This design comes from an exercise in tuning for small area and a short achievable clock period on the open sky130 flow, not from production work. Only simulation tests tie the RTL to the original design; equivalence was not proved. Power figures rest on the tool's default switching activity, not on a simulated workload.

## flow/design.v

```verilog
package seq_pkg;
  localparam int unsigned NrVInsn = 8;
  typedef logic [$clog2(NrVInsn)-1:0] vid_t;
  localparam int unsigned NrVRegs = 32;
  typedef logic [$clog2(NrVRegs)-1:0] vreg_t;
  typedef logic [NrVInsn-1:0] vmask_t;
  localparam vreg_t VMaskReg = vreg_t'(0);
  localparam int unsigned NrUnits = 5;
  typedef enum logic [2:0] {
    UNIT_ALU,
    UNIT_MFPU,
    UNIT_LOAD,
    UNIT_STORE,
    UNIT_SLIDE
  } unit_e;
  localparam int unsigned CntWidth = 3;
  localparam logic [NrUnits*CntWidth-1:0] UnitQueueDepth = {3'd2, 3'd2, 3'd2, 3'd4, 3'd4};
  typedef enum logic [3:0] {
    VADD       = 4'd0,
    VSUB       = 4'd1,
    VAND       = 4'd2,
    VMUL       = 4'd3,
    VFADD      = 4'd4,
    VLE        = 4'd5,
    VSE        = 4'd6,
    VSLIDEUP   = 4'd7,
    VSLIDEDOWN = 4'd8,
    VMVXS      = 4'd9
  } op_e;
  function automatic logic [2:0] unit_of(input op_e op);
    logic [2:0] sel;
    case (op)
      VADD, VSUB, VAND    : sel = UNIT_ALU;
      VMUL, VFADD         : sel = UNIT_MFPU;
      VLE                 : sel = UNIT_LOAD;
      VSE                 : sel = UNIT_STORE;
      VSLIDEUP, VSLIDEDOWN,
      VMVXS               : sel = UNIT_SLIDE;
      default             : sel = UNIT_ALU;
    endcase
    unit_of = sel;
  endfunction
  typedef struct packed {
    logic [15-$clog2(NrVRegs):0] pad;
    vreg_t                     vs1;
  } vs1_field_t;
  typedef union packed {
    vs1_field_t         vreg;
    logic signed [15:0] imm;
  } operand_u;
  typedef struct packed {
    op_e      op;
    vreg_t    vd;
    logic     use_vd;
    vreg_t    vs2;
    logic     use_vs2;
    operand_u operand;
    logic     use_vs1;
    logic     use_scalar;
    logic     vm;
  } seq_req_t;
  typedef struct packed {
    vid_t     id;
    op_e      op;
    unit_e    unit;
    vreg_t    vd;
    logic     use_vd;
    vreg_t    vs2;
    logic     use_vs2;
    operand_u operand;
    logic     use_vs1;
    logic     use_scalar;
    logic     vm;
    vmask_t   hazard_vs1;
    vmask_t   hazard_vs2;
    vmask_t   hazard_vm;
    vmask_t   hazard_vd;
  } pe_req_t;
  typedef struct packed {
    logic [31:0] resp;
    logic        error;
    logic [15:0] error_vl;
  } seq_resp_t;
endpackage
`timescale 1ns/1ps
import seq_pkg::*;
module vid_tracker (
  input  logic                                   clk_i,
  input  logic                                   rst_ni,
  input  logic                                   issue_i,
  input  seq_pkg::vid_t                          issue_vid_i,
  input  seq_pkg::unit_e                         issue_unit_i,
  input  logic [seq_pkg::NrUnits-1:0][seq_pkg::NrVInsn-1:0] pe_done_i,
  output seq_pkg::vid_t                          next_vid_o,
  output logic                                   vid_full_o,
  output seq_pkg::vmask_t                        running_o,
  output seq_pkg::vmask_t                        running_next_o,
  output logic                                   idle_o
);
  logic [NrUnits-1:0][NrVInsn-1:0] running_d, running_q;
  always_comb begin
    running_d      = running_q;
    running_o      = '0;
    running_next_o = '0;
    for (int u = 0; u < NrUnits; u++) begin
      running_d[u] &= ~pe_done_i[u];
    end
    if (issue_i) begin
      running_d[issue_unit_i][issue_vid_i] = 1'b1;
    end
    for (int u = 0; u < NrUnits; u++) begin
      running_o      |= running_q[u];
      running_next_o |= running_d[u];
    end
  end
  always_comb begin
    next_vid_o = '0;
    for (int i = NrVInsn - 1; i >= 0; i--) begin
      if (!running_o[i]) next_vid_o = i[$clog2(NrVInsn)-1:0];
    end
  end
  assign vid_full_o = &running_o;
  assign idle_o     = ~|running_o;
  always_ff @(posedge clk_i or negedge rst_ni) begin
    if (!rst_ni) begin
      running_q <= '0;
    end else begin
      running_q <= running_d;
    end
  end
endmodule
`timescale 1ns/1ps
import seq_pkg::*;
module vreg_hazard_checker (
  input  logic                                   clk_i,
  input  logic                                   rst_ni,
  input  seq_pkg::seq_req_t                      req_i,
  input  logic                                   issue_i,
  input  seq_pkg::vid_t                          issue_vid_i,
  input  seq_pkg::vmask_t                        running_i,
  input  seq_pkg::vmask_t                        running_next_i,
  output seq_pkg::vmask_t                        hazard_vs1_o,
  output seq_pkg::vmask_t                        hazard_vs2_o,
  output seq_pkg::vmask_t                        hazard_vm_o,
  output seq_pkg::vmask_t                        hazard_vd_o,
  output logic [seq_pkg::NrVInsn-1:0][seq_pkg::NrVInsn-1:0] hazard_table_o
);
  logic [NrVRegs-1:0][$clog2(NrVInsn)-1:0] read_vid_d, read_vid_q;
  logic [NrVRegs-1:0]                      read_valid_d, read_valid_q;
  logic [NrVRegs-1:0][$clog2(NrVInsn)-1:0] write_vid_d, write_vid_q;
  logic [NrVRegs-1:0]                      write_valid_d, write_valid_q;
  logic [NrVInsn-1:0][NrVInsn-1:0] tbl_d, tbl_q;
  logic   vs1_is_reg;
  seq_pkg::vreg_t  vs1_idx;
  seq_pkg::vmask_t war_hazard;
  function automatic seq_pkg::vmask_t live_mask(seq_pkg::vid_t vid, logic valid, seq_pkg::vmask_t running);
    live_mask      = '0;
    live_mask[vid] = valid & running[vid];
  endfunction
  assign vs1_is_reg = req_i.use_vs1 & ~req_i.use_scalar;
  assign vs1_idx    = req_i.operand.vreg.vs1;
  always_comb begin
    war_hazard = req_i.use_vd ? live_mask(read_vid_q[req_i.vd], read_valid_q[req_i.vd], running_i) : '0;
    hazard_vs1_o = war_hazard;
    hazard_vs2_o = war_hazard;
    hazard_vm_o  = war_hazard;
    if (vs1_is_reg) hazard_vs1_o |= live_mask(write_vid_q[vs1_idx], write_valid_q[vs1_idx], running_i);
    if (req_i.use_vs2) hazard_vs2_o |= live_mask(write_vid_q[req_i.vs2], write_valid_q[req_i.vs2], running_i);
    if (!req_i.vm) hazard_vm_o |= live_mask(write_vid_q[VMaskReg], write_valid_q[VMaskReg], running_i);
    hazard_vd_o = req_i.use_vd ? live_mask(write_vid_q[req_i.vd], write_valid_q[req_i.vd], running_i) : '0;
  end
  always_comb begin
    read_vid_d    = read_vid_q;
    read_valid_d  = read_valid_q;
    write_vid_d   = write_vid_q;
    write_valid_d = write_valid_q;
    tbl_d       = tbl_q;
    for (int v = 0; v < NrVRegs; v++) begin
      read_valid_d[v]  = read_valid_q[v] & running_i[read_vid_q[v]];
      write_valid_d[v] = write_valid_q[v] & running_i[write_vid_q[v]];
    end
    if (issue_i) begin
      if (req_i.use_vd) begin
        write_vid_d[req_i.vd]   = issue_vid_i;
        write_valid_d[req_i.vd] = 1'b1;
      end
      if (vs1_is_reg) begin
        read_vid_d[vs1_idx]   = issue_vid_i;
        read_valid_d[vs1_idx] = 1'b1;
      end
      if (req_i.use_vs2) begin
        read_vid_d[req_i.vs2]   = issue_vid_i;
        read_valid_d[req_i.vs2] = 1'b1;
      end
      if (!req_i.vm) begin
        read_vid_d[VMaskReg]   = issue_vid_i;
        read_valid_d[VMaskReg] = 1'b1;
      end
      tbl_d[issue_vid_i] = hazard_vs1_o | hazard_vs2_o | hazard_vm_o | hazard_vd_o;
    end
    for (int id = 0; id < NrVInsn; id++) begin
      tbl_d[id] &= running_next_i;
    end
  end
  always_ff @(posedge clk_i or negedge rst_ni) begin
    if (!rst_ni) begin
      read_vid_q    <= '0;
      read_valid_q  <= '0;
      write_vid_q   <= '0;
      write_valid_q <= '0;
      tbl_q       <= '0;
    end else begin
      read_vid_q    <= read_vid_d;
      read_valid_q  <= read_valid_d;
      write_vid_q   <= write_vid_d;
      write_valid_q <= write_valid_d;
      tbl_q       <= tbl_d;
    end
  end
  assign hazard_table_o = tbl_q;
endmodule
`timescale 1ns/1ps
import seq_pkg::*;
module unit_queue_counters (
  input  logic                                   clk_i,
  input  logic                                   rst_ni,
  input  logic                                   issue_i,
  input  seq_pkg::unit_e                         issue_unit_i,
  input  logic [seq_pkg::NrUnits-1:0][seq_pkg::NrVInsn-1:0] pe_done_i,
  output logic [seq_pkg::NrUnits-1:0]            unit_room_o
);
  logic [NrUnits-1:0][CntWidth-1:0] cnt_q;
  logic [NrUnits-1:0]               cnt_up, cnt_down;
  for (genvar u = 0; u < NrUnits; u++) begin : gen_cnt
    localparam logic [CntWidth-1:0] Depth = UnitQueueDepth[u*CntWidth +: CntWidth];
    assign cnt_up[u]   = issue_i & (issue_unit_i == CntWidth'(u));
    assign cnt_down[u] = |pe_done_i[u];
    always_ff @(posedge clk_i or negedge rst_ni) begin
      if (!rst_ni) begin
        cnt_q[u] <= '0;
      end else if (cnt_up[u] && !cnt_down[u]) begin
        cnt_q[u] <= cnt_q[u] + CntWidth'(1);
      end else if (cnt_down[u] && !cnt_up[u]) begin
        cnt_q[u] <= cnt_q[u] - CntWidth'(1);
      end
    end
    assign unit_room_o[u] = cnt_q[u] < Depth;
  end
endmodule
`timescale 1ns/1ps
import seq_pkg::*;
module issue_fsm (
  input  logic                        clk_i,
  input  logic                        rst_ni,
  input  seq_pkg::seq_req_t           seq_req_i,
  input  logic                        seq_req_valid_i,
  output logic                        seq_req_ready_o,
  output seq_pkg::seq_resp_t          seq_resp_o,
  output logic                        seq_resp_valid_o,
  output seq_pkg::pe_req_t            pe_req_o,
  output logic                        pe_req_valid_o,
  input  logic                        pe_req_ready_i,
  input  seq_pkg::vmask_t             hazard_vs1_i,
  input  seq_pkg::vmask_t             hazard_vs2_i,
  input  seq_pkg::vmask_t             hazard_vm_i,
  input  seq_pkg::vmask_t             hazard_vd_i,
  input  seq_pkg::vid_t               next_vid_i,
  input  logic                        vid_full_i,
  input  logic [seq_pkg::NrUnits-1:0] unit_room_i,
  output logic                        issue_o,
  output seq_pkg::vid_t               issue_vid_o,
  output seq_pkg::unit_e              issue_unit_o,
  input  logic                        addrgen_ack_i,
  input  logic                        addrgen_error_i,
  input  logic [15:0]                 addrgen_error_vl_i,
  input  logic [31:0]                 scalar_resp_i,
  input  logic                        scalar_resp_valid_i,
  output logic                        scalar_resp_ready_o
);
  typedef enum logic {IDLE, WAIT} state_e;
  state_e state_d, state_q;
  seq_pkg::pe_req_t pe_req_d;
  logic    pe_req_valid_d;
  logic    stalled;
  logic    no_vec_src;
  logic    any_hazard;
  logic    can_issue;
  logic    needs_answer;
  assign issue_vid_o  = next_vid_i;
  assign issue_unit_o = seq_pkg::unit_e'(seq_pkg::unit_of(seq_req_i.op));
  assign stalled = pe_req_valid_o & ~pe_req_ready_i;
  assign no_vec_src = ~(seq_req_i.use_vs1 & ~seq_req_i.use_scalar) &
                      ~seq_req_i.use_vs2 & seq_req_i.vm;
  assign any_hazard = |{hazard_vs1_i, hazard_vs2_i, hazard_vm_i, hazard_vd_i};
  assign can_issue = seq_req_valid_i & ~stalled & ~vid_full_i &
                     unit_room_i[issue_unit_o] & ~(no_vec_src & any_hazard);
  assign needs_answer = (issue_unit_o == UNIT_LOAD) | (issue_unit_o == UNIT_STORE) |
                        (seq_req_i.op == VMVXS);
  always_comb begin
    state_d             = state_q;
    pe_req_d            = pe_req_o;
    pe_req_valid_d      = stalled;
    seq_req_ready_o     = 1'b0;
    seq_resp_o          = '0;
    seq_resp_valid_o    = 1'b0;
    scalar_resp_ready_o = 1'b0;
    issue_o             = 1'b0;
    unique case (state_q)
      IDLE: begin
        seq_req_ready_o = ~stalled;
        if (seq_req_valid_i) begin
          seq_req_ready_o = can_issue & ~needs_answer;
          if (can_issue) begin
            issue_o        = 1'b1;
            pe_req_valid_d = 1'b1;
            pe_req_d.id         = next_vid_i;
            pe_req_d.op         = seq_req_i.op;
            pe_req_d.unit       = issue_unit_o;
            pe_req_d.vd         = seq_req_i.vd;
            pe_req_d.use_vd     = seq_req_i.use_vd;
            pe_req_d.vs2        = seq_req_i.vs2;
            pe_req_d.use_vs2    = seq_req_i.use_vs2;
            pe_req_d.operand    = seq_req_i.operand;
            pe_req_d.use_vs1    = seq_req_i.use_vs1;
            pe_req_d.use_scalar = seq_req_i.use_scalar;
            pe_req_d.vm         = seq_req_i.vm;
            pe_req_d.hazard_vs1 = hazard_vs1_i;
            pe_req_d.hazard_vs2 = hazard_vs2_i;
            pe_req_d.hazard_vm  = hazard_vm_i;
            pe_req_d.hazard_vd  = hazard_vd_i;
            if (needs_answer) state_d = WAIT;
          end
        end
      end
      WAIT: begin
        if ((pe_req_o.unit == UNIT_LOAD || pe_req_o.unit == UNIT_STORE) && addrgen_ack_i) begin
          state_d             = IDLE;
          seq_req_ready_o     = 1'b1;
          seq_resp_valid_o    = 1'b1;
          seq_resp_o.error    = addrgen_error_i;
          seq_resp_o.error_vl = addrgen_error_vl_i;
        end
        if (pe_req_o.op == VMVXS && scalar_resp_valid_i) begin
          state_d             = IDLE;
          seq_req_ready_o     = 1'b1;
          seq_resp_valid_o    = 1'b1;
          seq_resp_o.resp     = scalar_resp_i;
          scalar_resp_ready_o = 1'b1;
        end
      end
      default: state_d = IDLE;
    endcase
  end
  always_ff @(posedge clk_i or negedge rst_ni) begin
    if (!rst_ni) begin
      state_q        <= IDLE;
      pe_req_valid_o <= 1'b0;
    end else begin
      state_q        <= state_d;
      pe_req_valid_o <= pe_req_valid_d;
    end
  end
  always_ff @(posedge clk_i) begin
    pe_req_o <= pe_req_d;
  end
endmodule
`timescale 1ns/1ps
import seq_pkg::*;
module vector_sequencer (
  input  logic                                   clk_i,
  input  logic                                   rst_ni,
  input  seq_pkg::seq_req_t                      seq_req_i,
  input  logic                                   seq_req_valid_i,
  output logic                                   seq_req_ready_o,
  output seq_pkg::seq_resp_t                     seq_resp_o,
  output logic                                   seq_resp_valid_o,
  output seq_pkg::pe_req_t                       pe_req_o,
  output logic                                   pe_req_valid_o,
  input  logic                                   pe_req_ready_i,
  input  logic [seq_pkg::NrUnits-1:0][seq_pkg::NrVInsn-1:0] pe_done_i,
  input  logic                                   addrgen_ack_i,
  input  logic                                   addrgen_error_i,
  input  logic [15:0]                            addrgen_error_vl_i,
  input  logic [31:0]                            scalar_resp_i,
  input  logic                                   scalar_resp_valid_i,
  output logic                                   scalar_resp_ready_o,
  output logic                                   seq_idle_o,
  output seq_pkg::vmask_t                        running_o,
  output logic [seq_pkg::NrVInsn-1:0][seq_pkg::NrVInsn-1:0] global_hazard_table_o
);
  logic               issue;
  seq_pkg::vid_t               issue_vid;
  seq_pkg::unit_e              issue_unit;
  seq_pkg::vid_t               next_vid;
  logic               vid_full;
  seq_pkg::vmask_t             running_next;
  seq_pkg::vmask_t             hazard_vs1, hazard_vs2, hazard_vm, hazard_vd;
  logic [NrUnits-1:0] unit_room;
  vid_tracker u_vid_tracker (
    .clk_i          (clk_i),
    .rst_ni         (rst_ni),
    .issue_i        (issue),
    .issue_vid_i    (issue_vid),
    .issue_unit_i   (issue_unit),
    .pe_done_i      (pe_done_i),
    .next_vid_o     (next_vid),
    .vid_full_o     (vid_full),
    .running_o      (running_o),
    .running_next_o (running_next),
    .idle_o         (seq_idle_o)
  );
  vreg_hazard_checker u_hazard_checker (
    .clk_i          (clk_i),
    .rst_ni         (rst_ni),
    .req_i          (seq_req_i),
    .issue_i        (issue),
    .issue_vid_i    (issue_vid),
    .running_i      (running_o),
    .running_next_i (running_next),
    .hazard_vs1_o   (hazard_vs1),
    .hazard_vs2_o   (hazard_vs2),
    .hazard_vm_o    (hazard_vm),
    .hazard_vd_o    (hazard_vd),
    .hazard_table_o (global_hazard_table_o)
  );
  unit_queue_counters u_queue_counters (
    .clk_i        (clk_i),
    .rst_ni       (rst_ni),
    .issue_i      (issue),
    .issue_unit_i (issue_unit),
    .pe_done_i    (pe_done_i),
    .unit_room_o  (unit_room)
  );
  issue_fsm u_issue_fsm (
    .clk_i               (clk_i),
    .rst_ni              (rst_ni),
    .seq_req_i           (seq_req_i),
    .seq_req_valid_i     (seq_req_valid_i),
    .seq_req_ready_o     (seq_req_ready_o),
    .seq_resp_o          (seq_resp_o),
    .seq_resp_valid_o    (seq_resp_valid_o),
    .pe_req_o            (pe_req_o),
    .pe_req_valid_o      (pe_req_valid_o),
    .pe_req_ready_i      (pe_req_ready_i),
    .hazard_vs1_i        (hazard_vs1),
    .hazard_vs2_i        (hazard_vs2),
    .hazard_vm_i         (hazard_vm),
    .hazard_vd_i         (hazard_vd),
    .next_vid_i          (next_vid),
    .vid_full_i          (vid_full),
    .unit_room_i         (unit_room),
    .issue_o             (issue),
    .issue_vid_o         (issue_vid),
    .issue_unit_o        (issue_unit),
    .addrgen_ack_i       (addrgen_ack_i),
    .addrgen_error_i     (addrgen_error_i),
    .addrgen_error_vl_i  (addrgen_error_vl_i),
    .scalar_resp_i       (scalar_resp_i),
    .scalar_resp_valid_i (scalar_resp_valid_i),
    .scalar_resp_ready_o (scalar_resp_ready_o)
  );
endmodule
```

## flow/run.sh

```bash
#!/bin/bash
# synth_recipe.tcl (not shown) runs the flow's synth.tcl, then flattens the netlist and writes it again
# the make line also repeats each setting of config.mk as NAME=value (left out here)
make -C /OpenROAD-flow-scripts/flow DESIGN_CONFIG=/design/flow/config.mk WORK_HOME=/design/flow/orfs CLKGATE_MAP_FILE= SYNTH_SCRIPT=/design/flow/synth_recipe.tcl finish
```

## flow/config.mk

```make
export PLATFORM = sky130hd
export DESIGN_NAME = vector_sequencer
export DESIGN_NICKNAME = vector_sequencer
export VERILOG_FILES = /design/flow/design.v
export SDC_FILE = /design/flow/constraint.sdc
export NUM_CORES = 4
export LEC_CHECK = 0
export CAP_MARGIN = 20
export CORE_MARGIN = 2
export CORE_UTILIZATION = 40
export SLEW_MARGIN = 20
```

## flow/constraint.sdc

```tcl
create_clock -name core_clock -period 9.0 [get_ports {clk_i}]
set_input_delay 1.8000 -clock core_clock [delete_from_list [all_inputs] [get_ports {clk_i}]]
set_output_delay 1.8000 -clock core_clock [all_outputs]
set_load 0.01 [all_outputs]
```

==> impl_metrics.yaml <==
die:
  rows: 101
  boundaryPins: 329
  coreArea_um2: 75900
  die_height_um: 281
  initial_core_util_pct: 40.4
  die_width_um: 281
  die_area_um2: 78900
clock_tree:
  cts_buffer_depth: 3
  cts_sinks: 450
  ctsHoldBuffers: 0
  clockRootBuffer: "clkbuf_16"
  cts_setup_buffers: 0
  cts_tree: "built"
  cts_buffers: 53
  h-tree-depth: 2
  clock_latency_ns: 0.64
  clk_pin_slew_ns: 0.06
  cts_resized: 0
global_routing:
  grt_max_degree: 138
  grt_pass1_vias: 28100
  globalRouteOverflowTotal: 0
  track_usage_pct: 34.3
  grt_pass1_wl_um: 197000
  antenna_found_initial: 1
pwr:
  ir_drop_mv: 0.146
  pwr-share-seq_pct: 37.1
  clkPwrFrac_pct: 30.8
  combPwrFrac_pct: 32.2
  p_sw_mw: 2.57
  powerDensity_nw_per_um2: 190
  power_mw: 6.93
  p_leak_nw: 14.3
  switching_share_pct: 37.1
  internal-power_mw: 4.36
synth:
  synth_ff_type: "dfrtp_1"
  yosysSeqAreaShare_pct: 37.9
  synth_top_area_share_pct: 30.8
  synthTopCellsByArea: "dfrtp_1, mux4_2, edfxtp_1"
  synthCells: 2944
  synth_edf_count: 73
  synth_warnings: 4
  syn_nets: 3107
  synth-seq-cells: 450
  syn_area_um2: 30700
  async_reset_ff_share_pct: 83.8
  syn_area_per_cell_um2: 10.4
  ys_types: 87
  yosysTopAreaCell: "dfrtp_1"
setup_path:
  cpLargestDelayFamily: "simple AND/OR/NAND/NOR gates"
  cpMostUsedCell: "clkdlybuf4s50_1"
  startpoint_type: "input pin"
  endpoint_kind: "output port"
  worstPathArrival_ns: 6.86
  worst_ep_required_time_ns: 7.20
  path_cells: "clkdlybuf4s50_1 > and2_1 > a22oi_1 > nand3b_1 > o211ai_1 > ha_1 > or3b_1 > o31ai_1 > or4_1 > nor4_1 > nand4b_1 > o21ai_4 > a311o_1 > clkdlybuf4s50_1"
  slowest_stage: "clkdlybuf4s50_1"
  critPathMaxStageDelay_ns: 0.82
  crit_type: "in -> out"
  path_max_fanout: 13
  path_buf_inv: 2
run:
  cap_violations: 0
cells_and_area:
  area_growth_pct: 19.2
  drive_gt1_share_pct: 17.6
  final_nets: 3329
routing:
  vias: 28400
  met3_length_um: 11700
  top_layer: "met4"
  detail_route.wl_per_cell_um: 32.4
  drc_errors: 0
  vias_per_cell: 6.69
  drt_pass1_iterations: 6
  drt_iter0_drc: 3516
  route.met2.wl_um: 64000
  drt-met1-wl_um: 54300
  wirelength_um: 137000
  postRouteAntennaNets: 0
timing:
  min_period_ns: 8.66
  finalHoldViolCount: 0
  tightest_slew_ns: 1.13
  rsz0062_at_grt: "false"
  period_share_pct: 96.2
  report.final.slew_viol_count: 0
  setup_tns_ns: 0
  skew_ns: 0.0207
  setup_viol: 0
  fmax_mhz: 116
  slew_headroom_pct: 24.5
place:
  gp_congestion: 1.04
  dp_hpwl_um: 99500
  placement.io_buffers: 328
min_path:
  min_path_type: "reg -> reg"
status:
  status: "timing/DRC/antenna clean"
[final timing paths]
kind,start,slack (ns),endpoint,depth (start not counted)
worst max-delay path,seq_req_i[29],0.34,seq_req_ready_o,14
min in group asynchronous,rst_ni,1.16,u_hazard_checker.write_vid_q[30],1
worst min register to register,u_queue_counters.cnt_q[14],0.47,u_queue_counters.cnt_q[14],1
max in group asynchronous,rst_ni,6.12,u_issue_fsm.state_q,2
worst max register to register,u_hazard_checker.read_vid_q[9],2.51,u_hazard_checker.read_vid_q[33],17
worst min-delay path,u_queue_counters.cnt_q[14],0.47,u_queue_counters.cnt_q[14],1
[cells in the final DEF, fill, tap and decap left out, types with 27 or more instances in the layout]
cell type	instances
nor2_1	152
ha_1	28
dfrtp_1	376
and2_1	34
clkdlybuf4s50_1	322
mux2_2	136
buf_4	79
o21ai_0	178
a22oi_1	102
inv_1	60
edfxtp_1	73
mux2i_1	188
o211ai_1	49
a32oi_1	27
nand2_1	222
clkbuf_16	54
and3_1	54
a22o_1	48
nand3_1	129
nor2b_1	30
nor3_1	47
nand2b_1	60
mux4_2	178
nand4_1	27
a21oi_1	104
o22ai_1	90
[flip-flops by register name (all words and copies together), names as in the netlist]
signal                          cells
u_issue_fsm.pe_req_o               73
u_vid_tracker.running_q            40
u_queue_counters.cnt_q             15
u_hazard_checker.read_valid_q      32
u_issue_fsm.pe_req_valid_o          1
u_issue_fsm.state_q                 1
u_hazard_checker.write_valid_q     32
u_hazard_checker.read_vid_q        96
u_hazard_checker.tbl_q             64
u_hazard_checker.write_vid_q       96
[layer usage]
metal / vias to the layer above / global-route usage [%]
li1: 11700 / -
met1: 14500 / 44.7
met2: 1760 / 54.8
met3: 387 / 6.43
met4: 0 / 16.5
met5: - / 0
[cell families (layout without fill, tap and decap cells)]
logic type                 after synthesis  after routing  share of synthesized area, %
muxes                                  525            525                          25.1
AOI/OAI and AO/OA                      733            733                          15.9
xor gates and xnor gates                32             32                         0.914
other                                    0              2                             0
and+or+nand+nor                        862            862                          14.3
buffers and inverters                  309            573                          4.42
DFF                                    450            450                          37.9
adders and majority gates               33             33                          1.47
[power by group through the flow]
stage,Sequential [mW],Clock [mW],Combinational (mW)
after global placement,2.59,0,2.16
after floorplan,2.55,0,1.28
after CTS,2.56,2.16,2.19
after global routing,2.59,2.24,2.35
after detailed placement,2.60,0,2.19
final,2.57,2.13,2.23
[layout make-up]
type / instances / area [um2]
sequential: 450 / 11600
multi-input combinational: 2185 / 17800
fill: 6939 / 39400
clock inverter: 25 / 194
timing repair buffer: 410 / 3940
inverter: 66 / 253
clock buffer: 72 / 1480
tap: 1030 / 1290
antenna: 2 / 5.00
[Yosys cell counts, types with 19 or more instances]
cell type  count
clkbuf_1     159
or2_2         19
o211ai_1      49
mux2_1        23
nand2b_1      60
nor2b_1       30
edfxtp_1      73
buf_2         44
o21ai_0      178
nand3_1      129
nor2_1       154
nand2_1      223
nand4_1       27
mux4_2       178
a22o_1        48
and3_1        54
dfrtp_1      377
a32oi_1       27
and2_1        37
a21oi_1      108
nor3_1        49
mux2i_1      188
a22oi_1      102
ha_1          28
o22ai_1       93
o31ai_1       21
inv_1         61
mux2_2       136
[metrics by stage]
| step | instances | hold WS (ns) | worst slack, ns | cell area (um2) | utilization, % |
|---|---|---|---|---|---|
| 4_1_cts | 4236 | 0.482 | 0.521 | 36500 | 48.1 |
| 5_1_grt | 4238 | 0.492 | 0.191 | 36600 | 48.1 |
| 6_report | 4240 | 0.475 | 0.343 | 36600 | 48.1 |
| 2_1_floorplan | 2944 | 0.435 | 1.76 | 30700 | - |
| 3_5_place_dp | 4139 | 0.471 | 0.530 | 34900 | 45.9 |
| 3_3_place_gp | 4139 | 0.454 | 0.577 | 34800 | 45.9 |

-- separate check: timing with driven ports --
No port has a modelled driver above. Below, the same layout with a new extraction and two added sets of constraints.
Step 1: set_driving_cell puts a clkbuf_16 on clk_i and a buf_2 on each other input, an assumption about the parent block.
Step 2 also shifts input and output timing later by t, the mid clock arrival at the registers, as if the neighbouring blocks saw the same clock.
Three values: ideal, step 1, step 2; two values: the first two.
t (ns): 0.695
setup WS [ns]: 0.343 / 0.311 / 0.311
worst setup path after step 2: input to output
slew at the worst register clock pin (ns): 0.07 / 0.07
worst slew at a driven data input, ns: 0.05
After both steps this run still meets setup and hold. The setup slack of this run moves by -0.032 ns with the drivers and by -0.032 ns with both steps.
